Source: an optimization exercise on an open RTL-to-GDS flow (aim: small area and a short achievable clock period). Production flows keep margins and buffers that such runs may drop.
RTL that was checked went through simulation tests only; none was proved equivalent to the original.
No functional check of the RTL was part of run 2.
Power figures rest on the tool's default switching activity, not on a simulated workload.

==> flow/design.v, too long to show whole: its modules and the start of the top module <==
// module csa_fa: 10 lines
// module csa_ha: 9 lines
// module csa_fx: 12 lines
// module csa_x2: 7 lines
// module csa_hn: 9 lines
// module csa_xn: 7 lines
// module filter_tap_loader: 39 lines
// module horizontal_filter: 610 lines
// module row_result_store: 38 lines
// module vertical_filter: 390 lines
// module conv_top: 60 lines
module conv_top (
	input  logic    clk,
	input  logic    rst_n,
	input  logic    filter_valid,
	input  logic    image_valid,
	input  conv_pkg::sample_t in_data,
	output logic    out_valid,
	output conv_pkg::result_t out_data
);
  // ...
==> flow/run.sh <==
#!/bin/bash
# synth_recipe.tcl (not shown) runs the flow's synth.tcl, then flattens the netlist and writes it again
# the make line also repeats each setting of config.mk as NAME=value (left out here)
make -C /OpenROAD-flow-scripts/flow DESIGN_CONFIG=/design/flow/config.mk WORK_HOME=/design/flow/orfs CLKGATE_MAP_FILE= SYNTH_SCRIPT=/design/flow/synth_recipe.tcl finish
==> flow/config.mk <==
export PLATFORM = sky130hd
export DESIGN_NAME = conv_top
export DESIGN_NICKNAME = conv_top
export VERILOG_FILES = /design/flow/design.v
export SDC_FILE = /design/flow/constraint.sdc
export NUM_CORES = 4
export LEC_CHECK = 0
export ABC_CLOCK_PERIOD_IN_PS = 2050
export CAP_MARGIN = 20
export CORE_MARGIN = 2
export CORE_UTILIZATION = 40
export CTS_BUF_LIST = sky130_fd_sc_hd__clkbuf_16
export CTS_CLUSTER_DIAMETER = 150
export CTS_CLUSTER_SIZE = 25
export SETUP_SLACK_MARGIN = 2.55
export SLEW_MARGIN = 20
export SYNTH_HIERARCHICAL = 1
==> flow/constraint.sdc <==
create_clock -name core_clock -period 4.5 [get_ports {clk}]
set_input_delay 0.9000 -clock core_clock [delete_from_list [all_inputs] [get_ports {clk}]]
set_output_delay 0.9000 -clock core_clock [all_outputs]
set_load 0.01 [all_outputs]
==> results.toml, run 1 <==
[floorplan]
dieArea_sq_um = 43900
core_area_sq_um = 41900
tapCellCount = 539

[hold_path]
min_path_cells = 0

[detailed_routing]
wl_met2_mm = 15.3
num_vias = 8479
wl_met3_microns = 938
wl_mm = 30.4
ant_nets = 0
met1_length_mm = 13.5

[critical_path]
critical-path-slowest-cell = "dfrtp_1"
cp-start-kind = "flip-flop"
cp_cell_sequence = "clkbuf_2"

[sta]
final.setup_skew_ns = 0.0288
hold_violations = 0
postLayoutSetupSlackWorst_ns = 2.54

[run_status]
status = "no timing/DRC/antenna violations"

[clock_network]
cts-buffers-inserted = 20
cts_buffer_depth = 3

[cells_and_area]
final-clk-cell-share_pct = 3.33
seq_cell_count = 401
multi_input_area_share_pct = 36.7
layoutNonFillerInstCount = 1699
final_cell_mix = "dfxtp_1 (197), edfxtp_1 (178), xnor2_1 (140)"
largest_cell_class = "sequential cells"
layout_commonest_cell = "dfxtp_1"
nNonClkBuffers = 58

[place]
place.gp.congestion = 0.813

[power]
power.group.top = "combinational logic"
comb_power_mw = 6.29
peakVddDrop_uv = 456
seq_cell_power_mw = 5.91

[global_routing]
grt_pass1_vias = 9062
grt.met2_usage_pct = 25.7

[job]
maxCapViolations = 0
==> module vertical_filter, before the edit <==
module vertical_filter (
	input  logic     clk,
	input  conv_pkg::sample_t [conv_pkg::TAPS-1:0] col_pix,
	input  conv_pkg::sample_t [conv_pkg::TAPS-1:0] col_pix_d,
	input  conv_pkg::sample_t [conv_pkg::TAPS-1:0] col_taps,
	output conv_pkg::col_sum_t cs
);
	logic ct_n0;
	logic ct_n1;
	logic ct_n2;
	logic ct_n3;
	logic ct_n4;
	logic ct_n5;
	logic ct_n6;
	logic ct_n7;
	logic ct_n8;
	logic ct_n9;
	logic ct_n10;
	logic ct_n11;
	logic ct_n12;
	logic ct_n13;
	logic ct_n14;
	logic ct_n15;
	logic ct_n16;
	logic ct_n17;
	logic ct_n18;
	logic ct_n19;
	logic ct_n20;
	logic ct_n21;
	logic ct_n22;
	logic ct_n23;
	logic ct_n24;
	logic ct_n25;
	logic ct_n26;
	logic ct_n27;
	logic ct_n28;
	logic ct_n29;
	logic ct_n30;
	logic ct_n31;
	logic ct_n32;
	logic ct_n33;
	logic ct_n34;
	logic ct_n35;
	logic ct_n36;
	logic ct_n37;
	logic ct_n38;
	logic ct_n39;
	logic ct_n40;
	logic ct_n41;
	logic ct_n42;
	logic ct_n43;
	logic ct_n44;
	logic ct_n45;
	logic ct_n46;
	logic ct_n47;
	logic ct_n48;
	logic ct_n49;
	logic ct_n50;
	logic ct_n51;
	logic ct_n52;
	logic ct_n53;
	logic ct_n54;
	logic ct_n55;
	logic ct_n56;
	logic ct_n57;
	logic ct_n58;
	logic ct_n59;
	logic ct_n60;
	logic ct_n61;
	logic ct_n62;
	logic ct_n63;
	logic ct_n64;
	logic ct_n65;
	logic ct_n66;
	logic ct_n67;
	logic ct_n68;
	logic ct_n69;
	logic ct_n70;
	logic ct_n71;
	logic ct_n72;
	logic ct_n73;
	logic ct_n74;
	logic ct_n75;
	logic ct_n76;
	logic ct_n77;
	logic ct_n78;
	logic ct_n79;
	logic ct_n80;
	logic ct_n81;
	logic ct_n82;
	logic ct_n83;
	logic ct_n84;
	logic ct_n85;
	logic ct_n86;
	logic ct_n87;
	logic ct_n88;
	logic ct_n89;
	logic ct_n90;
	logic ct_n91;
	logic ct_n92;
	logic ct_n93;
	logic ct_n94;
	logic ct_n95;
	logic ct_n96;
	logic ct_n97;
	logic ct_n98;
	logic ct_n99;
	logic ct_n100;
	logic ct_n101;
	logic ct_n102;
	logic ct_n103;
	logic ct_n104;
	logic ct_n105;
	logic ct_n106;
	logic ct_n107;
	logic ct_n108;
	logic ct_n109;
	logic ct_n110;
	logic ct_n111;
	logic ct_n112;
	logic ct_n113;
	logic ct_n114;
	logic ct_n115;
	logic ct_n116;
	logic ct_n117;
	logic ct_n118;
	logic ct_n119;
	logic ct_n120;
	logic ct_n121;
	logic ct_n122;
	logic ct_n123;
	logic ct_n124;
	logic ct_n125;
	logic ct_n126;
	logic ct_n127;
	logic ct_n128;
	logic ct_n129;
	logic ct_n130;
	logic ct_n131;
	logic ct_n132;
	logic ct_n133;
	logic ct_n134;
	logic ct_n135;
	logic ct_n136;
	logic ct_n137;
	logic ct_n138;
	logic ct_n139;
	logic ct_n140;
	logic ct_n141;
	logic ct_n142;
	logic ct_n143;
	logic ct_n144;
	logic ct_n145;
	logic ct_n146;
	logic ct_n147;
	logic ct_n148;
	logic ct_n149;
	logic ct_n150;
	logic ct_n151;
	logic ct_n152;
	logic ct_n153;
	logic ct_n154;
	logic ct_n155;
	logic ct_n156;
	logic ct_n157;
	logic ct_n158;
	logic ct_n159;
	logic ct_n160;
	logic ct_n161;
	logic ct_n162;
	logic ct_n163;
	logic ct_n164;
	logic ct_n165;
	logic ct_n166;
	logic ct_n167;
	logic ct_n168;
	logic ct_n169;
	logic ct_n170;
	logic ct_n171;
	logic ct_n172;
	logic ct_n173;
	logic ct_n174;
	logic ct_n175;
	logic ct_n176;
	logic ct_n177;
	logic ct_n178;
	logic ct_n179;
	logic ct_n180;
	logic ct_n181;
	logic ct_n182;
	logic ct_n183;
	logic ct_n184;
	logic ct_n185;
	logic ct_n186;
	logic ct_n187;
	logic ct_n188;
	logic ct_n189;
	logic ct_n190;
	logic ct_n191;
	logic ct_n192;
	logic ct_n193;
	logic ct_n194;
	logic ct_n195;
	logic ct_n196;
	logic ct_n197;
	logic ct_n198;
	logic ct_n199;
	logic ct_n200;
	logic ct_n201;
	logic ct_n202;
	logic ct_n203;
	logic ct_n204;
	logic ct_n205;
	logic ct_n206;
	logic ct_n207;
	logic ct_n208;
	logic ct_n209;
	logic ct_n210;
	logic ct_n211;
	logic ct_n212;
	logic ct_n213;
	logic ct_n214;
	logic ct_n215;
	logic ct_n216;
	logic ct_n217;
	logic [9:0] ct_cpa;
	logic [37:0] ct_s0;
	logic [17:0] ct_s1;
	logic [9:0] ct_sum;
	assign ct_n0 = ~(col_pix[0][0] & col_taps[0][0]);
	assign ct_n1 = ~(col_pix[0][0] & col_taps[0][1]);
	assign ct_n2 = ~(col_pix[0][0] & col_taps[0][2]);
	assign ct_n3 = ~(col_pix[0][1] & col_taps[0][0]);
	assign ct_n4 = ~(col_pix[0][1] & col_taps[0][1]);
	assign ct_n5 = ~(col_pix[0][1] & col_taps[0][2]);
	assign ct_n6 = ~(col_pix[0][2] & col_taps[0][0]);
	assign ct_n7 = ~(col_pix[0][2] & col_taps[0][1]);
	assign ct_n8 = ~(col_pix[0][2] & col_taps[0][2]);
	assign ct_n9 = ~(col_pix[0][3] & col_taps[0][3]);
	assign ct_n10 = col_pix[0][0] & col_taps[0][3];
	assign ct_n11 = col_pix[0][1] & col_taps[0][3];
	assign ct_n12 = col_pix[0][2] & col_taps[0][3];
	assign ct_n13 = col_pix[0][3] & col_taps[0][0];
	assign ct_n14 = col_pix[0][3] & col_taps[0][1];
	assign ct_n15 = col_pix[0][3] & col_taps[0][2];
	assign ct_n16 = ~(col_pix[1][0] & col_taps[1][0]);
	assign ct_n17 = ~(col_pix[1][0] & col_taps[1][1]);
	assign ct_n18 = ~(col_pix[1][0] & col_taps[1][2]);
	assign ct_n19 = ~(col_pix[1][1] & col_taps[1][0]);
	assign ct_n20 = ~(col_pix[1][1] & col_taps[1][1]);
	assign ct_n21 = ~(col_pix[1][1] & col_taps[1][2]);
	assign ct_n22 = ~(col_pix[1][2] & col_taps[1][0]);
	assign ct_n23 = ~(col_pix[1][2] & col_taps[1][1]);
	assign ct_n24 = ~(col_pix[1][2] & col_taps[1][2]);
	assign ct_n25 = ~(col_pix[1][3] & col_taps[1][3]);
	assign ct_n26 = col_pix[1][0] & col_taps[1][3];
	assign ct_n27 = col_pix[1][1] & col_taps[1][3];
	assign ct_n28 = col_pix[1][2] & col_taps[1][3];
	assign ct_n29 = col_pix[1][3] & col_taps[1][0];
	assign ct_n30 = col_pix[1][3] & col_taps[1][1];
	assign ct_n31 = col_pix[1][3] & col_taps[1][2];
	assign ct_n32 = ~(col_pix[2][0] & col_taps[2][0]);
	assign ct_n33 = ~(col_pix[2][0] & col_taps[2][1]);
	assign ct_n34 = ~(col_pix[2][0] & col_taps[2][2]);
	assign ct_n35 = ~(col_pix[2][1] & col_taps[2][0]);
	assign ct_n36 = ~(col_pix[2][1] & col_taps[2][1]);
	assign ct_n37 = ~(col_pix[2][1] & col_taps[2][2]);
	assign ct_n38 = ~(col_pix[2][2] & col_taps[2][0]);
	assign ct_n39 = ~(col_pix[2][2] & col_taps[2][1]);
	assign ct_n40 = ~(col_pix[2][2] & col_taps[2][2]);
	assign ct_n41 = ~(col_pix[2][3] & col_taps[2][3]);
	assign ct_n42 = col_pix[2][0] & col_taps[2][3];
	assign ct_n43 = col_pix[2][1] & col_taps[2][3];
	assign ct_n44 = col_pix[2][2] & col_taps[2][3];
	assign ct_n45 = col_pix[2][3] & col_taps[2][0];
	assign ct_n46 = col_pix[2][3] & col_taps[2][1];
	assign ct_n47 = col_pix[2][3] & col_taps[2][2];
	assign ct_n48 = ~(col_pix[3][0] & col_taps[3][0]);
	assign ct_n49 = ~(col_pix[3][0] & col_taps[3][1]);
	assign ct_n50 = ~(col_pix[3][0] & col_taps[3][2]);
	assign ct_n51 = ~(col_pix[3][1] & col_taps[3][0]);
	assign ct_n52 = ~(col_pix[3][1] & col_taps[3][1]);
	assign ct_n53 = ~(col_pix[3][1] & col_taps[3][2]);
	assign ct_n54 = ~(col_pix[3][2] & col_taps[3][0]);
	assign ct_n55 = ~(col_pix[3][2] & col_taps[3][1]);
	assign ct_n56 = ~(col_pix[3][2] & col_taps[3][2]);
	assign ct_n57 = ~(col_pix[3][3] & col_taps[3][3]);
	assign ct_n58 = col_pix[3][0] & col_taps[3][3];
	assign ct_n59 = col_pix[3][1] & col_taps[3][3];
	assign ct_n60 = col_pix[3][2] & col_taps[3][3];
	assign ct_n61 = col_pix[3][3] & col_taps[3][0];
	assign ct_n62 = col_pix[3][3] & col_taps[3][1];
	assign ct_n63 = col_pix[3][3] & col_taps[3][2];
	assign ct_n64 = ~(col_pix[4][0] & col_taps[4][0]);
	assign ct_n65 = ~(col_pix[4][0] & col_taps[4][1]);
	assign ct_n66 = ~(col_pix[4][0] & col_taps[4][2]);
	assign ct_n67 = ~(col_pix[4][1] & col_taps[4][0]);
	assign ct_n68 = ~(col_pix[4][1] & col_taps[4][1]);
	assign ct_n69 = ~(col_pix[4][1] & col_taps[4][2]);
	assign ct_n70 = ~(col_pix[4][2] & col_taps[4][0]);
	assign ct_n71 = ~(col_pix[4][2] & col_taps[4][1]);
	assign ct_n72 = ~(col_pix[4][2] & col_taps[4][2]);
	assign ct_n73 = ~(col_pix[4][3] & col_taps[4][3]);
	assign ct_n74 = col_pix[4][0] & col_taps[4][3];
	assign ct_n75 = col_pix[4][1] & col_taps[4][3];
	assign ct_n76 = col_pix[4][2] & col_taps[4][3];
	assign ct_n77 = col_pix[4][3] & col_taps[4][0];
	assign ct_n78 = col_pix[4][3] & col_taps[4][1];
	assign ct_n79 = col_pix[4][3] & col_taps[4][2];
	csa_fa u_ct_0 (.a(ct_n64), .b(ct_n0), .c(ct_n16), .s(ct_n80), .co(ct_n81));
	csa_fa u_ct_1 (.a(ct_n32), .b(ct_n48), .c(ct_n80), .s(ct_n82), .co(ct_n83));
	csa_fa u_ct_2 (.a(ct_n65), .b(ct_n67), .c(ct_n1), .s(ct_n84), .co(ct_n85));
	csa_fa u_ct_3 (.a(ct_n3), .b(ct_n17), .c(ct_n19), .s(ct_n86), .co(ct_n87));
	csa_fa u_ct_4 (.a(ct_n33), .b(ct_n35), .c(ct_n49), .s(ct_n88), .co(ct_n89));
	csa_fa u_ct_5 (.a(ct_n51), .b(ct_n81), .c(ct_n84), .s(ct_n90), .co(ct_n91));
	csa_fx u_ct_6 (.a(ct_n86), .b(ct_n88), .c(ct_n83), .s(ct_n92), .co(ct_n93));
	csa_fa u_ct_7 (.a(ct_n66), .b(ct_n68), .c(ct_n70), .s(ct_n94), .co(ct_n95));
	csa_fa u_ct_8 (.a(ct_n2), .b(ct_n4), .c(ct_n6), .s(ct_n96), .co(ct_n97));
	csa_fa u_ct_9 (.a(ct_n18), .b(ct_n20), .c(ct_n22), .s(ct_n98), .co(ct_n99));
	csa_fa u_ct_10 (.a(ct_n34), .b(ct_n36), .c(ct_n38), .s(ct_n100), .co(ct_n101));
	csa_fa u_ct_11 (.a(ct_n50), .b(ct_n52), .c(ct_n54), .s(ct_n102), .co(ct_n103));
	csa_fa u_ct_12 (.a(ct_n85), .b(ct_n87), .c(ct_n89), .s(ct_n104), .co(ct_n105));
	csa_fa u_ct_13 (.a(ct_n94), .b(ct_n96), .c(ct_n98), .s(ct_n106), .co(ct_n107));
	csa_fx u_ct_14 (.a(ct_n100), .b(ct_n102), .c(ct_n91), .s(ct_n108), .co(ct_n109));
	csa_fa u_ct_15 (.a(ct_n69), .b(ct_n71), .c(ct_n5), .s(ct_n110), .co(ct_n111));
	csa_fa u_ct_16 (.a(ct_n7), .b(ct_n21), .c(ct_n23), .s(ct_n112), .co(ct_n113));
	csa_fa u_ct_17 (.a(ct_n37), .b(ct_n39), .c(ct_n53), .s(ct_n114), .co(ct_n115));
	csa_fa u_ct_18 (.a(ct_n55), .b(ct_n74), .c(ct_n77), .s(ct_n116), .co(ct_n117));
	csa_fa u_ct_19 (.a(ct_n10), .b(ct_n13), .c(ct_n26), .s(ct_n118), .co(ct_n119));
	csa_fa u_ct_20 (.a(ct_n29), .b(ct_n42), .c(ct_n45), .s(ct_n120), .co(ct_n121));
	csa_fa u_ct_21 (.a(ct_n58), .b(ct_n61), .c(ct_n95), .s(ct_n122), .co(ct_n123));
	csa_fa u_ct_22 (.a(ct_n97), .b(ct_n99), .c(ct_n101), .s(ct_n124), .co(ct_n125));
	csa_fa u_ct_23 (.a(ct_n103), .b(ct_n110), .c(ct_n112), .s(ct_n126), .co(ct_n127));
	csa_fa u_ct_24 (.a(ct_n114), .b(ct_n116), .c(ct_n118), .s(ct_n128), .co(ct_n129));
	csa_ha u_ct_25 (.a(ct_n72), .b(ct_n8), .s(ct_n130), .co(ct_n131));
	csa_fa u_ct_26 (.a(ct_n24), .b(ct_n40), .c(ct_n56), .s(ct_n132), .co(ct_n133));
	csa_fa u_ct_27 (.a(ct_n75), .b(ct_n78), .c(ct_n11), .s(ct_n134), .co(ct_n135));
	csa_fa u_ct_28 (.a(ct_n14), .b(ct_n27), .c(ct_n30), .s(ct_n136), .co(ct_n137));
	csa_fa u_ct_29 (.a(ct_n43), .b(ct_n46), .c(ct_n59), .s(ct_n138), .co(ct_n139));
	csa_fa u_ct_30 (.a(ct_n62), .b(ct_n130), .c(ct_n111), .s(ct_n140), .co(ct_n141));
	csa_fa u_ct_31 (.a(ct_n113), .b(ct_n115), .c(ct_n117), .s(ct_n142), .co(ct_n143));
	csa_fa u_ct_32 (.a(ct_n119), .b(ct_n121), .c(ct_n132), .s(ct_n144), .co(ct_n145));
	csa_fa u_ct_33 (.a(ct_n134), .b(ct_n136), .c(ct_n138), .s(ct_n146), .co(ct_n147));
	csa_fa u_ct_34 (.a(ct_n76), .b(ct_n79), .c(ct_n12), .s(ct_n148), .co(ct_n149));
	csa_fa u_ct_35 (.a(ct_n15), .b(ct_n28), .c(ct_n31), .s(ct_n150), .co(ct_n151));
	csa_fa u_ct_36 (.a(ct_n44), .b(ct_n47), .c(ct_n60), .s(ct_n152), .co(ct_n153));
	csa_fa u_ct_37 (.a(ct_n63), .b(ct_n131), .c(ct_n133), .s(ct_n154), .co(ct_n155));
	csa_fa u_ct_38 (.a(ct_n135), .b(ct_n137), .c(ct_n139), .s(ct_n156), .co(ct_n157));
	csa_fa u_ct_39 (.a(ct_n148), .b(ct_n150), .c(ct_n152), .s(ct_n158), .co(ct_n159));
	csa_ha u_ct_40 (.a(ct_n73), .b(ct_n9), .s(ct_n160), .co(ct_n161));
	csa_fa u_ct_41 (.a(ct_n25), .b(ct_n41), .c(ct_n57), .s(ct_n162), .co(ct_n163));
	csa_fa u_ct_42 (.a(ct_n160), .b(ct_n149), .c(ct_n151), .s(ct_n164), .co(ct_n165));
	csa_fx u_ct_43 (.a(ct_n153), .b(ct_n162), .c(ct_n155), .s(ct_n166), .co(ct_n167));
	csa_ha u_ct_44 (.a(ct_n161), .b(ct_n163), .s(ct_n168), .co(ct_n169));
	csa_fa u_ct_45 (.a(ct_s0[3]), .b(ct_s0[4]), .c(ct_s0[5]), .s(ct_n170), .co(ct_n171));
	csa_fa u_ct_46 (.a(ct_s0[7]), .b(ct_s0[8]), .c(ct_s0[9]), .s(ct_n172), .co(ct_n173));
	csa_fa u_ct_47 (.a(ct_s0[10]), .b(ct_s0[11]), .c(ct_s0[12]), .s(ct_n174), .co(ct_n175));
	csa_fa u_ct_48 (.a(ct_s0[13]), .b(ct_s0[14]), .c(ct_n171), .s(ct_n176), .co(ct_n177));
	csa_fa u_ct_49 (.a(ct_n172), .b(ct_n174), .c(ct_n176), .s(ct_n178), .co(ct_n179));
	csa_fa u_ct_50 (.a(ct_s0[15]), .b(ct_s0[16]), .c(ct_s0[17]), .s(ct_n180), .co(ct_n181));
	csa_fa u_ct_51 (.a(ct_s0[18]), .b(ct_s0[19]), .c(ct_s0[20]), .s(ct_n182), .co(ct_n183));
	csa_fa u_ct_52 (.a(ct_s0[21]), .b(ct_s0[22]), .c(ct_n173), .s(ct_n184), .co(ct_n185));
	csa_fa u_ct_53 (.a(ct_n175), .b(ct_n180), .c(ct_n182), .s(ct_n186), .co(ct_n187));
	csa_fa u_ct_54 (.a(ct_n177), .b(ct_n184), .c(ct_n186), .s(ct_n188), .co(ct_n189));
	csa_fa u_ct_55 (.a(ct_s0[23]), .b(ct_s0[24]), .c(ct_s0[25]), .s(ct_n190), .co(ct_n191));
	csa_fa u_ct_56 (.a(ct_s0[26]), .b(ct_s0[27]), .c(ct_s0[28]), .s(ct_n192), .co(ct_n193));
	csa_fa u_ct_57 (.a(ct_s0[29]), .b(ct_n181), .c(ct_n183), .s(ct_n194), .co(ct_n195));
	csa_fa u_ct_58 (.a(ct_n190), .b(ct_n192), .c(ct_n185), .s(ct_n196), .co(ct_n197));
	csa_fx u_ct_59 (.a(ct_n187), .b(ct_n194), .c(ct_n196), .s(ct_n198), .co(ct_n199));
	csa_fa u_ct_60 (.a(ct_s0[30]), .b(ct_s0[31]), .c(ct_s0[32]), .s(ct_n200), .co(ct_n201));
	csa_fa u_ct_61 (.a(ct_s0[33]), .b(ct_n191), .c(ct_n193), .s(ct_n202), .co(ct_n203));
	csa_fa u_ct_62 (.a(ct_n200), .b(ct_n195), .c(ct_n202), .s(ct_n204), .co(ct_n205));
	csa_fa u_ct_63 (.a(ct_s0[34]), .b(ct_s0[35]), .c(ct_s0[36]), .s(ct_n206), .co(ct_n207));
	csa_fa u_ct_64 (.a(ct_n201), .b(ct_n206), .c(ct_n203), .s(ct_n208), .co(ct_n209));
	csa_ha u_ct_65 (.a(ct_s0[37]), .b(ct_n207), .s(ct_n210), .co(ct_n211));
	csa_hn u_ct_66 (.a(ct_s1[10]), .b(ct_s1[11]), .s(ct_n212), .co(ct_n213));
	csa_hn u_ct_67 (.a(ct_s1[13]), .b(ct_s1[14]), .s(ct_n214), .co(ct_n215));
	csa_hn u_ct_68 (.a(ct_s1[15]), .b(ct_s1[16]), .s(ct_n216), .co(ct_n217));
	assign ct_cpa = {ct_s1[17], ct_n215, ct_n213, ct_s1[12], ct_s1[8], ct_s1[6], ct_s1[5], ct_s1[3], ct_s1[1], ct_s1[0]} + {ct_n217, ct_n216, ct_n214, ct_n212, ct_s1[9], ct_s1[7], 1'b1, ct_s1[4], ct_s1[2], 1'b1} + 10'd1;
	assign ct_sum = ~ct_cpa;
	always_ff @(posedge clk) begin
		ct_s0 <= {ct_n169, ct_n167, ct_n165, ct_n168, ct_n159, ct_n164, ct_n166, ct_n157, ct_n158, ct_n156, ct_n147, ct_n145, ct_n154, ct_n143, ct_n141, ct_n146, ct_n144, ct_n129, ct_n142, ct_n127, ct_n140, ct_n125, ct_n123, ct_n128, ct_n109, ct_n126, ct_n124, ct_n107, ct_n122, ct_n105, ct_n120, ct_n93, ct_n108, ct_n106, ct_n104, ct_n92, ct_n90, ct_n82};
	end
	always_ff @(posedge clk) begin
		ct_s1 <= {ct_n211, ct_n210, ct_n209, ct_n208, ct_n205, ct_n199, ct_n204, ct_n197, ct_n198, ct_n189, ct_n188, ct_n179, ct_n178, ct_n170, ct_s0[6], ct_s0[2], ct_s0[1], ct_s0[0]};
	end
	always_ff @(posedge clk) begin
		cs <= ct_sum;
	end
endmodule
==> run 2, diff against run 1 <==
--- a/flow/design.v
+++ b/flow/design.v
@@ -978,8 +978,8 @@
 	logic ct_n216;
 	logic ct_n217;
 	logic [9:0] ct_cpa;
-	logic [37:0] ct_s0;
-	logic [17:0] ct_s1;
+	logic [29:0] ct_s0;
+	logic [19:0] ct_s1;
 	logic [9:0] ct_sum;
 	assign ct_n0 = ~(col_pix[0][0] & col_taps[0][0]);
 	assign ct_n1 = ~(col_pix[0][0] & col_taps[0][1]);
@@ -1029,114 +1029,114 @@
 	assign ct_n45 = col_pix[2][3] & col_taps[2][0];
 	assign ct_n46 = col_pix[2][3] & col_taps[2][1];
 	assign ct_n47 = col_pix[2][3] & col_taps[2][2];
-	assign ct_n48 = ~(col_pix[3][0] & col_taps[3][0]);
-	assign ct_n49 = ~(col_pix[3][0] & col_taps[3][1]);
-	assign ct_n50 = ~(col_pix[3][0] & col_taps[3][2]);
-	assign ct_n51 = ~(col_pix[3][1] & col_taps[3][0]);
-	assign ct_n52 = ~(col_pix[3][1] & col_taps[3][1]);
-	assign ct_n53 = ~(col_pix[3][1] & col_taps[3][2]);
-	assign ct_n54 = ~(col_pix[3][2] & col_taps[3][0]);
-	assign ct_n55 = ~(col_pix[3][2] & col_taps[3][1]);
-	assign ct_n56 = ~(col_pix[3][2] & col_taps[3][2]);
-	assign ct_n57 = ~(col_pix[3][3] & col_taps[3][3]);
-	assign ct_n58 = col_pix[3][0] & col_taps[3][3];
-	assign ct_n59 = col_pix[3][1] & col_taps[3][3];
-	assign ct_n60 = col_pix[3][2] & col_taps[3][3];
-	assign ct_n61 = col_pix[3][3] & col_taps[3][0];
-	assign ct_n62 = col_pix[3][3] & col_taps[3][1];
-	assign ct_n63 = col_pix[3][3] & col_taps[3][2];
-	assign ct_n64 = ~(col_pix[4][0] & col_taps[4][0]);
-	assign ct_n65 = ~(col_pix[4][0] & col_taps[4][1]);
-	assign ct_n66 = ~(col_pix[4][0] & col_taps[4][2]);
-	assign ct_n67 = ~(col_pix[4][1] & col_taps[4][0]);
-	assign ct_n68 = ~(col_pix[4][1] & col_taps[4][1]);
-	assign ct_n69 = ~(col_pix[4][1] & col_taps[4][2]);
-	assign ct_n70 = ~(col_pix[4][2] & col_taps[4][0]);
-	assign ct_n71 = ~(col_pix[4][2] & col_taps[4][1]);
-	assign ct_n72 = ~(col_pix[4][2] & col_taps[4][2]);
-	assign ct_n73 = ~(col_pix[4][3] & col_taps[4][3]);
-	assign ct_n74 = col_pix[4][0] & col_taps[4][3];
-	assign ct_n75 = col_pix[4][1] & col_taps[4][3];
-	assign ct_n76 = col_pix[4][2] & col_taps[4][3];
-	assign ct_n77 = col_pix[4][3] & col_taps[4][0];
-	assign ct_n78 = col_pix[4][3] & col_taps[4][1];
-	assign ct_n79 = col_pix[4][3] & col_taps[4][2];
-	csa_fa u_ct_0 (.a(ct_n64), .b(ct_n0), .c(ct_n16), .s(ct_n80), .co(ct_n81));
-	csa_fa u_ct_1 (.a(ct_n32), .b(ct_n48), .c(ct_n80), .s(ct_n82), .co(ct_n83));
-	csa_fa u_ct_2 (.a(ct_n65), .b(ct_n67), .c(ct_n1), .s(ct_n84), .co(ct_n85));
-	csa_fa u_ct_3 (.a(ct_n3), .b(ct_n17), .c(ct_n19), .s(ct_n86), .co(ct_n87));
-	csa_fa u_ct_4 (.a(ct_n33), .b(ct_n35), .c(ct_n49), .s(ct_n88), .co(ct_n89));
-	csa_fa u_ct_5 (.a(ct_n51), .b(ct_n81), .c(ct_n84), .s(ct_n90), .co(ct_n91));
-	csa_fx u_ct_6 (.a(ct_n86), .b(ct_n88), .c(ct_n83), .s(ct_n92), .co(ct_n93));
-	csa_fa u_ct_7 (.a(ct_n66), .b(ct_n68), .c(ct_n70), .s(ct_n94), .co(ct_n95));
-	csa_fa u_ct_8 (.a(ct_n2), .b(ct_n4), .c(ct_n6), .s(ct_n96), .co(ct_n97));
-	csa_fa u_ct_9 (.a(ct_n18), .b(ct_n20), .c(ct_n22), .s(ct_n98), .co(ct_n99));
-	csa_fa u_ct_10 (.a(ct_n34), .b(ct_n36), .c(ct_n38), .s(ct_n100), .co(ct_n101));
-	csa_fa u_ct_11 (.a(ct_n50), .b(ct_n52), .c(ct_n54), .s(ct_n102), .co(ct_n103));
-	csa_fa u_ct_12 (.a(ct_n85), .b(ct_n87), .c(ct_n89), .s(ct_n104), .co(ct_n105));
-	csa_fa u_ct_13 (.a(ct_n94), .b(ct_n96), .c(ct_n98), .s(ct_n106), .co(ct_n107));
-	csa_fx u_ct_14 (.a(ct_n100), .b(ct_n102), .c(ct_n91), .s(ct_n108), .co(ct_n109));
-	csa_fa u_ct_15 (.a(ct_n69), .b(ct_n71), .c(ct_n5), .s(ct_n110), .co(ct_n111));
-	csa_fa u_ct_16 (.a(ct_n7), .b(ct_n21), .c(ct_n23), .s(ct_n112), .co(ct_n113));
-	csa_fa u_ct_17 (.a(ct_n37), .b(ct_n39), .c(ct_n53), .s(ct_n114), .co(ct_n115));
-	csa_fa u_ct_18 (.a(ct_n55), .b(ct_n74), .c(ct_n77), .s(ct_n116), .co(ct_n117));
-	csa_fa u_ct_19 (.a(ct_n10), .b(ct_n13), .c(ct_n26), .s(ct_n118), .co(ct_n119));
-	csa_fa u_ct_20 (.a(ct_n29), .b(ct_n42), .c(ct_n45), .s(ct_n120), .co(ct_n121));
-	csa_fa u_ct_21 (.a(ct_n58), .b(ct_n61), .c(ct_n95), .s(ct_n122), .co(ct_n123));
-	csa_fa u_ct_22 (.a(ct_n97), .b(ct_n99), .c(ct_n101), .s(ct_n124), .co(ct_n125));
-	csa_fa u_ct_23 (.a(ct_n103), .b(ct_n110), .c(ct_n112), .s(ct_n126), .co(ct_n127));
-	csa_fa u_ct_24 (.a(ct_n114), .b(ct_n116), .c(ct_n118), .s(ct_n128), .co(ct_n129));
-	csa_ha u_ct_25 (.a(ct_n72), .b(ct_n8), .s(ct_n130), .co(ct_n131));
-	csa_fa u_ct_26 (.a(ct_n24), .b(ct_n40), .c(ct_n56), .s(ct_n132), .co(ct_n133));
-	csa_fa u_ct_27 (.a(ct_n75), .b(ct_n78), .c(ct_n11), .s(ct_n134), .co(ct_n135));
-	csa_fa u_ct_28 (.a(ct_n14), .b(ct_n27), .c(ct_n30), .s(ct_n136), .co(ct_n137));
-	csa_fa u_ct_29 (.a(ct_n43), .b(ct_n46), .c(ct_n59), .s(ct_n138), .co(ct_n139));
-	csa_fa u_ct_30 (.a(ct_n62), .b(ct_n130), .c(ct_n111), .s(ct_n140), .co(ct_n141));
-	csa_fa u_ct_31 (.a(ct_n113), .b(ct_n115), .c(ct_n117), .s(ct_n142), .co(ct_n143));
-	csa_fa u_ct_32 (.a(ct_n119), .b(ct_n121), .c(ct_n132), .s(ct_n144), .co(ct_n145));
-	csa_fa u_ct_33 (.a(ct_n134), .b(ct_n136), .c(ct_n138), .s(ct_n146), .co(ct_n147));
-	csa_fa u_ct_34 (.a(ct_n76), .b(ct_n79), .c(ct_n12), .s(ct_n148), .co(ct_n149));
-	csa_fa u_ct_35 (.a(ct_n15), .b(ct_n28), .c(ct_n31), .s(ct_n150), .co(ct_n151));
-	csa_fa u_ct_36 (.a(ct_n44), .b(ct_n47), .c(ct_n60), .s(ct_n152), .co(ct_n153));
-	csa_fa u_ct_37 (.a(ct_n63), .b(ct_n131), .c(ct_n133), .s(ct_n154), .co(ct_n155));
-	csa_fa u_ct_38 (.a(ct_n135), .b(ct_n137), .c(ct_n139), .s(ct_n156), .co(ct_n157));
-	csa_fa u_ct_39 (.a(ct_n148), .b(ct_n150), .c(ct_n152), .s(ct_n158), .co(ct_n159));
-	csa_ha u_ct_40 (.a(ct_n73), .b(ct_n9), .s(ct_n160), .co(ct_n161));
-	csa_fa u_ct_41 (.a(ct_n25), .b(ct_n41), .c(ct_n57), .s(ct_n162), .co(ct_n163));
-	csa_fa u_ct_42 (.a(ct_n160), .b(ct_n149), .c(ct_n151), .s(ct_n164), .co(ct_n165));
-	csa_fx u_ct_43 (.a(ct_n153), .b(ct_n162), .c(ct_n155), .s(ct_n166), .co(ct_n167));
-	csa_ha u_ct_44 (.a(ct_n161), .b(ct_n163), .s(ct_n168), .co(ct_n169));
-	csa_fa u_ct_45 (.a(ct_s0[3]), .b(ct_s0[4]), .c(ct_s0[5]), .s(ct_n170), .co(ct_n171));
-	csa_fa u_ct_46 (.a(ct_s0[7]), .b(ct_s0[8]), .c(ct_s0[9]), .s(ct_n172), .co(ct_n173));
-	csa_fa u_ct_47 (.a(ct_s0[10]), .b(ct_s0[11]), .c(ct_s0[12]), .s(ct_n174), .co(ct_n175));
-	csa_fa u_ct_48 (.a(ct_s0[13]), .b(ct_s0[14]), .c(ct_n171), .s(ct_n176), .co(ct_n177));
-	csa_fa u_ct_49 (.a(ct_n172), .b(ct_n174), .c(ct_n176), .s(ct_n178), .co(ct_n179));
-	csa_fa u_ct_50 (.a(ct_s0[15]), .b(ct_s0[16]), .c(ct_s0[17]), .s(ct_n180), .co(ct_n181));
-	csa_fa u_ct_51 (.a(ct_s0[18]), .b(ct_s0[19]), .c(ct_s0[20]), .s(ct_n182), .co(ct_n183));
-	csa_fa u_ct_52 (.a(ct_s0[21]), .b(ct_s0[22]), .c(ct_n173), .s(ct_n184), .co(ct_n185));
-	csa_fa u_ct_53 (.a(ct_n175), .b(ct_n180), .c(ct_n182), .s(ct_n186), .co(ct_n187));
-	csa_fa u_ct_54 (.a(ct_n177), .b(ct_n184), .c(ct_n186), .s(ct_n188), .co(ct_n189));
-	csa_fa u_ct_55 (.a(ct_s0[23]), .b(ct_s0[24]), .c(ct_s0[25]), .s(ct_n190), .co(ct_n191));
-	csa_fa u_ct_56 (.a(ct_s0[26]), .b(ct_s0[27]), .c(ct_s0[28]), .s(ct_n192), .co(ct_n193));
-	csa_fa u_ct_57 (.a(ct_s0[29]), .b(ct_n181), .c(ct_n183), .s(ct_n194), .co(ct_n195));
-	csa_fa u_ct_58 (.a(ct_n190), .b(ct_n192), .c(ct_n185), .s(ct_n196), .co(ct_n197));
-	csa_fx u_ct_59 (.a(ct_n187), .b(ct_n194), .c(ct_n196), .s(ct_n198), .co(ct_n199));
-	csa_fa u_ct_60 (.a(ct_s0[30]), .b(ct_s0[31]), .c(ct_s0[32]), .s(ct_n200), .co(ct_n201));
-	csa_fa u_ct_61 (.a(ct_s0[33]), .b(ct_n191), .c(ct_n193), .s(ct_n202), .co(ct_n203));
-	csa_fa u_ct_62 (.a(ct_n200), .b(ct_n195), .c(ct_n202), .s(ct_n204), .co(ct_n205));
-	csa_fa u_ct_63 (.a(ct_s0[34]), .b(ct_s0[35]), .c(ct_s0[36]), .s(ct_n206), .co(ct_n207));
-	csa_fa u_ct_64 (.a(ct_n201), .b(ct_n206), .c(ct_n203), .s(ct_n208), .co(ct_n209));
-	csa_ha u_ct_65 (.a(ct_s0[37]), .b(ct_n207), .s(ct_n210), .co(ct_n211));
-	csa_hn u_ct_66 (.a(ct_s1[10]), .b(ct_s1[11]), .s(ct_n212), .co(ct_n213));
-	csa_hn u_ct_67 (.a(ct_s1[13]), .b(ct_s1[14]), .s(ct_n214), .co(ct_n215));
-	csa_hn u_ct_68 (.a(ct_s1[15]), .b(ct_s1[16]), .s(ct_n216), .co(ct_n217));
-	assign ct_cpa = {ct_s1[17], ct_n215, ct_n213, ct_s1[12], ct_s1[8], ct_s1[6], ct_s1[5], ct_s1[3], ct_s1[1], ct_s1[0]} + {ct_n217, ct_n216, ct_n214, ct_n212, ct_s1[9], ct_s1[7], 1'b1, ct_s1[4], ct_s1[2], 1'b1} + 10'd1;
+	assign ct_n48 = ~(col_pix[4][0] & col_taps[4][0]);
+	assign ct_n49 = ~(col_pix[4][0] & col_taps[4][1]);
+	assign ct_n50 = ~(col_pix[4][0] & col_taps[4][2]);
+	assign ct_n51 = ~(col_pix[4][1] & col_taps[4][0]);
+	assign ct_n52 = ~(col_pix[4][1] & col_taps[4][1]);
+	assign ct_n53 = ~(col_pix[4][1] & col_taps[4][2]);
+	assign ct_n54 = ~(col_pix[4][2] & col_taps[4][0]);
+	assign ct_n55 = ~(col_pix[4][2] & col_taps[4][1]);
+	assign ct_n56 = ~(col_pix[4][2] & col_taps[4][2]);
+	assign ct_n57 = ~(col_pix[4][3] & col_taps[4][3]);
+	assign ct_n58 = col_pix[4][0] & col_taps[4][3];
+	assign ct_n59 = col_pix[4][1] & col_taps[4][3];
+	assign ct_n60 = col_pix[4][2] & col_taps[4][3];
+	assign ct_n61 = col_pix[4][3] & col_taps[4][0];
+	assign ct_n62 = col_pix[4][3] & col_taps[4][1];
+	assign ct_n63 = col_pix[4][3] & col_taps[4][2];
+	csa_fa u_ct_0 (.a(ct_n48), .b(ct_n0), .c(ct_n16), .s(ct_n64), .co(ct_n65));
+	csa_fa u_ct_1 (.a(ct_n49), .b(ct_n51), .c(ct_n1), .s(ct_n66), .co(ct_n67));
+	csa_fa u_ct_2 (.a(ct_n3), .b(ct_n17), .c(ct_n19), .s(ct_n68), .co(ct_n69));
+	csa_fa u_ct_3 (.a(ct_n33), .b(ct_n35), .c(ct_n65), .s(ct_n70), .co(ct_n71));
+	csa_fx u_ct_4 (.a(ct_n66), .b(ct_n68), .c(ct_n70), .s(ct_n72), .co(ct_n73));
+	csa_fa u_ct_5 (.a(ct_n50), .b(ct_n52), .c(ct_n54), .s(ct_n74), .co(ct_n75));
+	csa_fa u_ct_6 (.a(ct_n2), .b(ct_n4), .c(ct_n6), .s(ct_n76), .co(ct_n77));
+	csa_fa u_ct_7 (.a(ct_n18), .b(ct_n20), .c(ct_n22), .s(ct_n78), .co(ct_n79));
+	csa_fa u_ct_8 (.a(ct_n34), .b(ct_n36), .c(ct_n38), .s(ct_n80), .co(ct_n81));
+	csa_fa u_ct_9 (.a(ct_n67), .b(ct_n69), .c(ct_n74), .s(ct_n82), .co(ct_n83));
+	csa_fa u_ct_10 (.a(ct_n76), .b(ct_n78), .c(ct_n80), .s(ct_n84), .co(ct_n85));
+	csa_fa u_ct_11 (.a(ct_n53), .b(ct_n55), .c(ct_n5), .s(ct_n86), .co(ct_n87));
+	csa_fa u_ct_12 (.a(ct_n7), .b(ct_n21), .c(ct_n23), .s(ct_n88), .co(ct_n89));
+	csa_fa u_ct_13 (.a(ct_n37), .b(ct_n39), .c(ct_n58), .s(ct_n90), .co(ct_n91));
+	csa_fa u_ct_14 (.a(ct_n61), .b(ct_n10), .c(ct_n13), .s(ct_n92), .co(ct_n93));
+	csa_fa u_ct_15 (.a(ct_n26), .b(ct_n29), .c(ct_n42), .s(ct_n94), .co(ct_n95));
+	csa_fa u_ct_16 (.a(ct_n45), .b(ct_n75), .c(ct_n77), .s(ct_n96), .co(ct_n97));
+	csa_fa u_ct_17 (.a(ct_n79), .b(ct_n81), .c(ct_n86), .s(ct_n98), .co(ct_n99));
+	csa_fa u_ct_18 (.a(ct_n88), .b(ct_n90), .c(ct_n92), .s(ct_n100), .co(ct_n101));
+	csa_fx u_ct_19 (.a(ct_n94), .b(ct_n83), .c(ct_n96), .s(ct_n102), .co(ct_n103));
+	csa_ha u_ct_20 (.a(ct_n56), .b(ct_n8), .s(ct_n104), .co(ct_n105));
+	csa_fa u_ct_21 (.a(ct_n24), .b(ct_n40), .c(ct_n59), .s(ct_n106), .co(ct_n107));
+	csa_fa u_ct_22 (.a(ct_n62), .b(ct_n11), .c(ct_n14), .s(ct_n108), .co(ct_n109));
+	csa_fa u_ct_23 (.a(ct_n27), .b(ct_n30), .c(ct_n43), .s(ct_n110), .co(ct_n111));
+	csa_fa u_ct_24 (.a(ct_n46), .b(ct_n104), .c(ct_n87), .s(ct_n112), .co(ct_n113));
+	csa_fa u_ct_25 (.a(ct_n89), .b(ct_n91), .c(ct_n93), .s(ct_n114), .co(ct_n115));
+	csa_fa u_ct_26 (.a(ct_n95), .b(ct_n106), .c(ct_n108), .s(ct_n116), .co(ct_n117));
+	csa_fx u_ct_27 (.a(ct_n110), .b(ct_n97), .c(ct_n112), .s(ct_n118), .co(ct_n119));
+	csa_fa u_ct_28 (.a(ct_n60), .b(ct_n63), .c(ct_n12), .s(ct_n120), .co(ct_n121));
+	csa_fa u_ct_29 (.a(ct_n15), .b(ct_n28), .c(ct_n31), .s(ct_n122), .co(ct_n123));
+	csa_fa u_ct_30 (.a(ct_n44), .b(ct_n47), .c(ct_n105), .s(ct_n124), .co(ct_n125));
+	csa_fa u_ct_31 (.a(ct_n107), .b(ct_n109), .c(ct_n111), .s(ct_n126), .co(ct_n127));
+	csa_fa u_ct_32 (.a(ct_n120), .b(ct_n122), .c(ct_n124), .s(ct_n128), .co(ct_n129));
+	csa_ha u_ct_33 (.a(ct_n57), .b(ct_n9), .s(ct_n130), .co(ct_n131));
+	csa_fa u_ct_34 (.a(ct_n25), .b(ct_n41), .c(ct_n130), .s(ct_n132), .co(ct_n133));
+	csa_fa u_ct_35 (.a(ct_n121), .b(ct_n123), .c(ct_n125), .s(ct_n134), .co(ct_n135));
+	csa_ha u_ct_36 (.a(ct_n131), .b(ct_n133), .s(ct_n136), .co(ct_n137));
+	assign ct_n138 = ~(col_pix_d[3][0] & col_taps[3][0]);
+	assign ct_n139 = ~(col_pix_d[3][0] & col_taps[3][1]);
+	assign ct_n140 = ~(col_pix_d[3][0] & col_taps[3][2]);
+	assign ct_n141 = ~(col_pix_d[3][1] & col_taps[3][0]);
+	assign ct_n142 = ~(col_pix_d[3][1] & col_taps[3][1]);
+	assign ct_n143 = ~(col_pix_d[3][1] & col_taps[3][2]);
+	assign ct_n144 = ~(col_pix_d[3][2] & col_taps[3][0]);
+	assign ct_n145 = ~(col_pix_d[3][2] & col_taps[3][1]);
+	assign ct_n146 = ~(col_pix_d[3][2] & col_taps[3][2]);
+	assign ct_n147 = ~(col_pix_d[3][3] & col_taps[3][3]);
+	assign ct_n148 = col_pix_d[3][0] & col_taps[3][3];
+	assign ct_n149 = col_pix_d[3][1] & col_taps[3][3];
+	assign ct_n150 = col_pix_d[3][2] & col_taps[3][3];
+	assign ct_n151 = col_pix_d[3][3] & col_taps[3][0];
+	assign ct_n152 = col_pix_d[3][3] & col_taps[3][1];
+	assign ct_n153 = col_pix_d[3][3] & col_taps[3][2];
+	csa_fa u_ct_37 (.a(ct_s0[0]), .b(ct_s0[1]), .c(ct_n138), .s(ct_n154), .co(ct_n155));
+	csa_fa u_ct_38 (.a(ct_s0[2]), .b(ct_n139), .c(ct_n141), .s(ct_n156), .co(ct_n157));
+	csa_fa u_ct_39 (.a(ct_s0[3]), .b(ct_s0[4]), .c(ct_s0[5]), .s(ct_n158), .co(ct_n159));
+	csa_fa u_ct_40 (.a(ct_s0[6]), .b(ct_n140), .c(ct_n142), .s(ct_n160), .co(ct_n161));
+	csa_fa u_ct_41 (.a(ct_n144), .b(ct_n158), .c(ct_n157), .s(ct_n162), .co(ct_n163));
+	csa_fa u_ct_42 (.a(ct_s0[7]), .b(ct_s0[8]), .c(ct_s0[9]), .s(ct_n164), .co(ct_n165));
+	csa_fa u_ct_43 (.a(ct_s0[10]), .b(ct_n143), .c(ct_n145), .s(ct_n166), .co(ct_n167));
+	csa_fa u_ct_44 (.a(ct_n159), .b(ct_n148), .c(ct_n151), .s(ct_n168), .co(ct_n169));
+	csa_fa u_ct_45 (.a(ct_n164), .b(ct_n161), .c(ct_n166), .s(ct_n170), .co(ct_n171));
+	csa_fx u_ct_46 (.a(ct_n168), .b(ct_n163), .c(ct_n170), .s(ct_n172), .co(ct_n173));
+	csa_fa u_ct_47 (.a(ct_s0[11]), .b(ct_s0[12]), .c(ct_s0[13]), .s(ct_n174), .co(ct_n175));
+	csa_fa u_ct_48 (.a(ct_s0[14]), .b(ct_s0[15]), .c(ct_s0[16]), .s(ct_n176), .co(ct_n177));
+	csa_fa u_ct_49 (.a(ct_n146), .b(ct_n165), .c(ct_n149), .s(ct_n178), .co(ct_n179));
+	csa_fa u_ct_50 (.a(ct_n152), .b(ct_n174), .c(ct_n176), .s(ct_n180), .co(ct_n181));
+	csa_fa u_ct_51 (.a(ct_n167), .b(ct_n169), .c(ct_n178), .s(ct_n182), .co(ct_n183));
+	csa_fa u_ct_52 (.a(ct_s0[17]), .b(ct_s0[18]), .c(ct_s0[19]), .s(ct_n184), .co(ct_n185));
+	csa_fa u_ct_53 (.a(ct_s0[20]), .b(ct_s0[21]), .c(ct_s0[22]), .s(ct_n186), .co(ct_n187));
+	csa_fa u_ct_54 (.a(ct_n175), .b(ct_n177), .c(ct_n150), .s(ct_n188), .co(ct_n189));
+	csa_fa u_ct_55 (.a(ct_n153), .b(ct_n184), .c(ct_n186), .s(ct_n190), .co(ct_n191));
+	csa_fa u_ct_56 (.a(ct_n179), .b(ct_n181), .c(ct_n188), .s(ct_n192), .co(ct_n193));
+	csa_fa u_ct_57 (.a(ct_s0[23]), .b(ct_s0[24]), .c(ct_s0[25]), .s(ct_n194), .co(ct_n195));
+	csa_fa u_ct_58 (.a(ct_s0[26]), .b(ct_n147), .c(ct_n185), .s(ct_n196), .co(ct_n197));
+	csa_fa u_ct_59 (.a(ct_n187), .b(ct_n194), .c(ct_n189), .s(ct_n198), .co(ct_n199));
+	csa_fx u_ct_60 (.a(ct_n196), .b(ct_n191), .c(ct_n193), .s(ct_n200), .co(ct_n201));
+	csa_fa u_ct_61 (.a(ct_s0[27]), .b(ct_s0[28]), .c(ct_n195), .s(ct_n202), .co(ct_n203));
+	csa_fx u_ct_62 (.a(ct_n197), .b(ct_n202), .c(ct_n199), .s(ct_n204), .co(ct_n205));
+	csa_ha u_ct_63 (.a(ct_s0[29]), .b(ct_n203), .s(ct_n206), .co(ct_n207));
+	csa_fx u_ct_64 (.a(ct_s1[6]), .b(ct_s1[7]), .c(ct_s1[8]), .s(ct_n208), .co(ct_n209));
+	csa_fx u_ct_65 (.a(ct_s1[10]), .b(ct_s1[11]), .c(ct_s1[12]), .s(ct_n210), .co(ct_n211));
+	csa_hn u_ct_66 (.a(ct_s1[13]), .b(ct_s1[14]), .s(ct_n212), .co(ct_n213));
+	csa_hn u_ct_67 (.a(ct_s1[15]), .b(ct_s1[16]), .s(ct_n214), .co(ct_n215));
+	csa_hn u_ct_68 (.a(ct_s1[17]), .b(ct_s1[18]), .s(ct_n216), .co(ct_n217));
+	assign ct_cpa = {ct_s1[19], ct_n215, ct_n213, ct_n211, ct_n209, ct_s1[9], ct_s1[5], ct_s1[3], ct_s1[1], ct_s1[0]} + {ct_n217, ct_n216, ct_n214, ct_n212, ct_n210, ct_n208, 1'b1, ct_s1[4], ct_s1[2], 1'b1} + 10'd1;
 	assign ct_sum = ~ct_cpa;
 	always_ff @(posedge clk) begin
-		ct_s0 <= {ct_n169, ct_n167, ct_n165, ct_n168, ct_n159, ct_n164, ct_n166, ct_n157, ct_n158, ct_n156, ct_n147, ct_n145, ct_n154, ct_n143, ct_n141, ct_n146, ct_n144, ct_n129, ct_n142, ct_n127, ct_n140, ct_n125, ct_n123, ct_n128, ct_n109, ct_n126, ct_n124, ct_n107, ct_n122, ct_n105, ct_n120, ct_n93, ct_n108, ct_n106, ct_n104, ct_n92, ct_n90, ct_n82};
+		ct_s0 <= {ct_n137, ct_n136, ct_n135, ct_n134, ct_n129, ct_n127, ct_n132, ct_n128, ct_n119, ct_n126, ct_n117, ct_n115, ct_n113, ct_n103, ct_n118, ct_n116, ct_n114, ct_n101, ct_n99, ct_n102, ct_n100, ct_n98, ct_n85, ct_n73, ct_n84, ct_n82, ct_n71, ct_n72, ct_n64, ct_n32};
 	end
 	always_ff @(posedge clk) begin
-		ct_s1 <= {ct_n211, ct_n210, ct_n209, ct_n208, ct_n205, ct_n199, ct_n204, ct_n197, ct_n198, ct_n189, ct_n188, ct_n179, ct_n178, ct_n170, ct_s0[6], ct_s0[2], ct_s0[1], ct_s0[0]};
+		ct_s1 <= {ct_n207, ct_n206, ct_n205, ct_n204, ct_n201, ct_n200, ct_n198, ct_n192, ct_n183, ct_n190, ct_n173, ct_n182, ct_n171, ct_n180, ct_n172, ct_n162, ct_n160, ct_n156, ct_n155, ct_n154};
 	end
 	always_ff @(posedge clk) begin
 		cs <= ct_sum;
==> results.toml, run 2 <==
[critical_path]
path_buf_inv = 1
critical-path-slowest-cell = "dfrtp_1"
cp_cell_sequence = "buf_2"
cp-start-kind = "flip-flop"
critPathTopFamily = "flip-flops"
cpPeakStageDelay_ns = 0.39
crit_arrival_ns = 1.05
required_ns = 3.60
crit_type = "reg -> out"
cp_max_fo = 1
cp-end-kind = "output pin"

[global_routing]
grt_usage_pct = 14.6
overflow = 0
grt_pass1_vias = 9181
grt_max_degree = 45
antenna_found_initial = 0
grt_pass1_wl_mm = 50.6

[sta]
worst_slew_pin_slew_ns = 0.848
max_freq_ghz = 0.514
finalCriticalPeriod_ns = 1.95
hold_violations = 0
finalSetupViolCount = 0
rsz0062_at_grt = "true"
max_slew_margin_pct = 43.5
finalCritPeriodShare_pct = 43.2
finalSetupTns_ns = 0
drv_slew = 0
final.setup_skew_ns = 0.0193

[floorplan]
initial_core_util_pct = 40.3
dieArea_sq_um = 43700
io_pins = 25
die_w_microns = 209
core_area_sq_um = 41700
die_h_microns = 209
placementRows = 75

[cells_and_area]
final_cell_mix = "dfxtp_1 (185), edfxtp_1 (178), xnor2_1 (138)"
syn_to_final_growth_pct = 10.8
largest_reg_flops = 128
fin_nets = 1341
drive_gt1_share_pct = 18.3
fillCellCount = 3696
top_register = "u_row_result_store.dl"
diodes = 0
seq_area_sq_um = 9770
multi_input_area_sq_um = 6920
layoutNonFillerInstCount = 1723
largest_registers = "u_row_result_store.dl x128, u_horizontal_filter.rt_s0 x48, u_horizontal_filter.rt_s1 x34"
layout_commonest_cell = "dfxtp_1"

[synthesis]
syn_area_sq_um = 16800
synthCells = 1134
ys_warn_count = 12
syn_nets = 1302
syn_avg_cell_area_sq_um = 14.8

[clock_network]
cts-buffers-inserted = 19
insertion_delay_ns = 0.53
ctsHoldBuffers = 0
cts_sinks = 395
cts_root_buffer = "clkbuf_16"
cts_buffer_depth = 3
cts_tree = "done"
h-tree-depth = 1
path_clk_slew_ns = 0.10

[place]
place.gp.congestion = 0.819
io_buffers = 24
dp_hpwl_mm = 20.9
dp_cells = 1638

[power]
p_per_area_nw_per_um2 = 777
peakVddDrop_uv = 353
leakage_nw = 6.85

[detailed_routing]
wl_mm = 31.0
ant_nets = 0
num_vias = 8498
wire_per_inst_microns = 18.0
first_pass_iters = 5
drc_errors = 0
vias_per_cell = 4.93
drt_iter0_markers = 634

[job]
maxCapViolations = 0

[hold_path]
min_path_type = "reg -> reg"

[run_status]
status = "no timing/DRC/antenna violations"
## run 2: area by class of cell
class                      count  share of cell area (%)
multi-input combinational    657                    37.2
timing repair buffer          81                    3.29
sequential                   395                    52.5
tap                          539                    3.62
clock inverter                13                   0.303
inverter                      19                   0.524
clock buffer                  19                    2.55
## run 2: timing repair
| item | 4_1_cts | 5_1_grt |
|---|---|---|
| setup buffers | 30 | 23 |
| resized for setup | 117 | 44 |
| pin swaps | 1 | 27 |
| setup endpoints to repair | 66 | 37 |
## run 2: stage by stage
| step | worst slack, ns | hold slack [ns] | utilization, % | instance area (sq um) | power (mW) |
|---|---|---|---|---|---|
| 2_1_floorplan | 2.15 | 0.310 | - | 16900 | 10.7 |
| 3_3_place_gp | 1.45 | 0.319 | 42.0 | 17500 | 12.3 |
| 3_5_place_dp | 1.43 | 0.315 | 42.0 | 17500 | 12.5 |
| 4_1_cts | 2.49 | 0.353 | 43.8 | 18200 | 14.4 |
| 5_1_grt | 2.49 | 0.355 | 44.7 | 18600 | 15.8 |
| 6_report | 2.55 | 0.342 | 44.7 | 18600 | 14.5 |
## run 2: power breakdown
part           switching, mW  internal, mW  leakage [nW]
Clock                   1.09         0.782         0.302
Combinational           3.29          3.41          2.93
Sequential             0.892          5.00          3.62
Total                   5.27          9.19          6.85
## run 2: per-layer routing
metal | track usage, % | up-vias | part of all wire [%]
li1 | - | 3949 | -
met1 | 19.3 | 4372 | 45
met2 | 25.8 | 143 | 50
met3 | 1.94 | 34 | 3.0
met4 | 3.13 | 0 | 1.8
met5 | 0 | - | 0
## run 2: final timing paths
kind / from / endpoint / slack (ns) / cells after the start
min reg2reg: u_horizontal_filter.rt_s1[33] / u_horizontal_filter.rt_s2[27] / 0.34 / 0
min: u_horizontal_filter.rt_s1[33] / u_horizontal_filter.rt_s2[27] / 0.34 / 0
max reg2reg: u_horizontal_filter.rt_s0[5] / u_horizontal_filter.rt_s1[12] / 2.56 / 4
min in group asynchronous: rst_n / u_row_result_store.pix_pos[3] / 0.70 / 1
max: res_pipe[4] / out_valid / 2.55 / 1
max in group asynchronous: rst_n / u_row_result_store.pix_pos[0] / 3.47 / 1

## re-timing with driven ports
How much do the figures lean on ideal ports? The routed layouts below were timed once more, with nothing changed but the port constraints.
Step 1 sets driving cells, clkbuf_16 on the clock port and buf_2 on the other inputs (assumed; they add their load-dependent delay and slew).
Step 2, shift: input delay + t, output delay - t, t = (earliest + latest rising clock arrival at the registers) / 2. This alone moves slack from input paths to output paths.
Three values: no drivers, after step 1, after step 2; two values: the first two.
run	shift t [ns]	setup WS [ns]	worst slew at a driven data input, ns
run 1	0.599	2.541 / 2.492 / 1.998	0.03
run 2	0.576	2.554 / 2.500 / 2.037	0.03
After both steps every run listed still meets setup and hold. For run 1, which loses most, drivers alone change the setup slack by -0.049 ns; drivers and shift together by -0.543 ns.
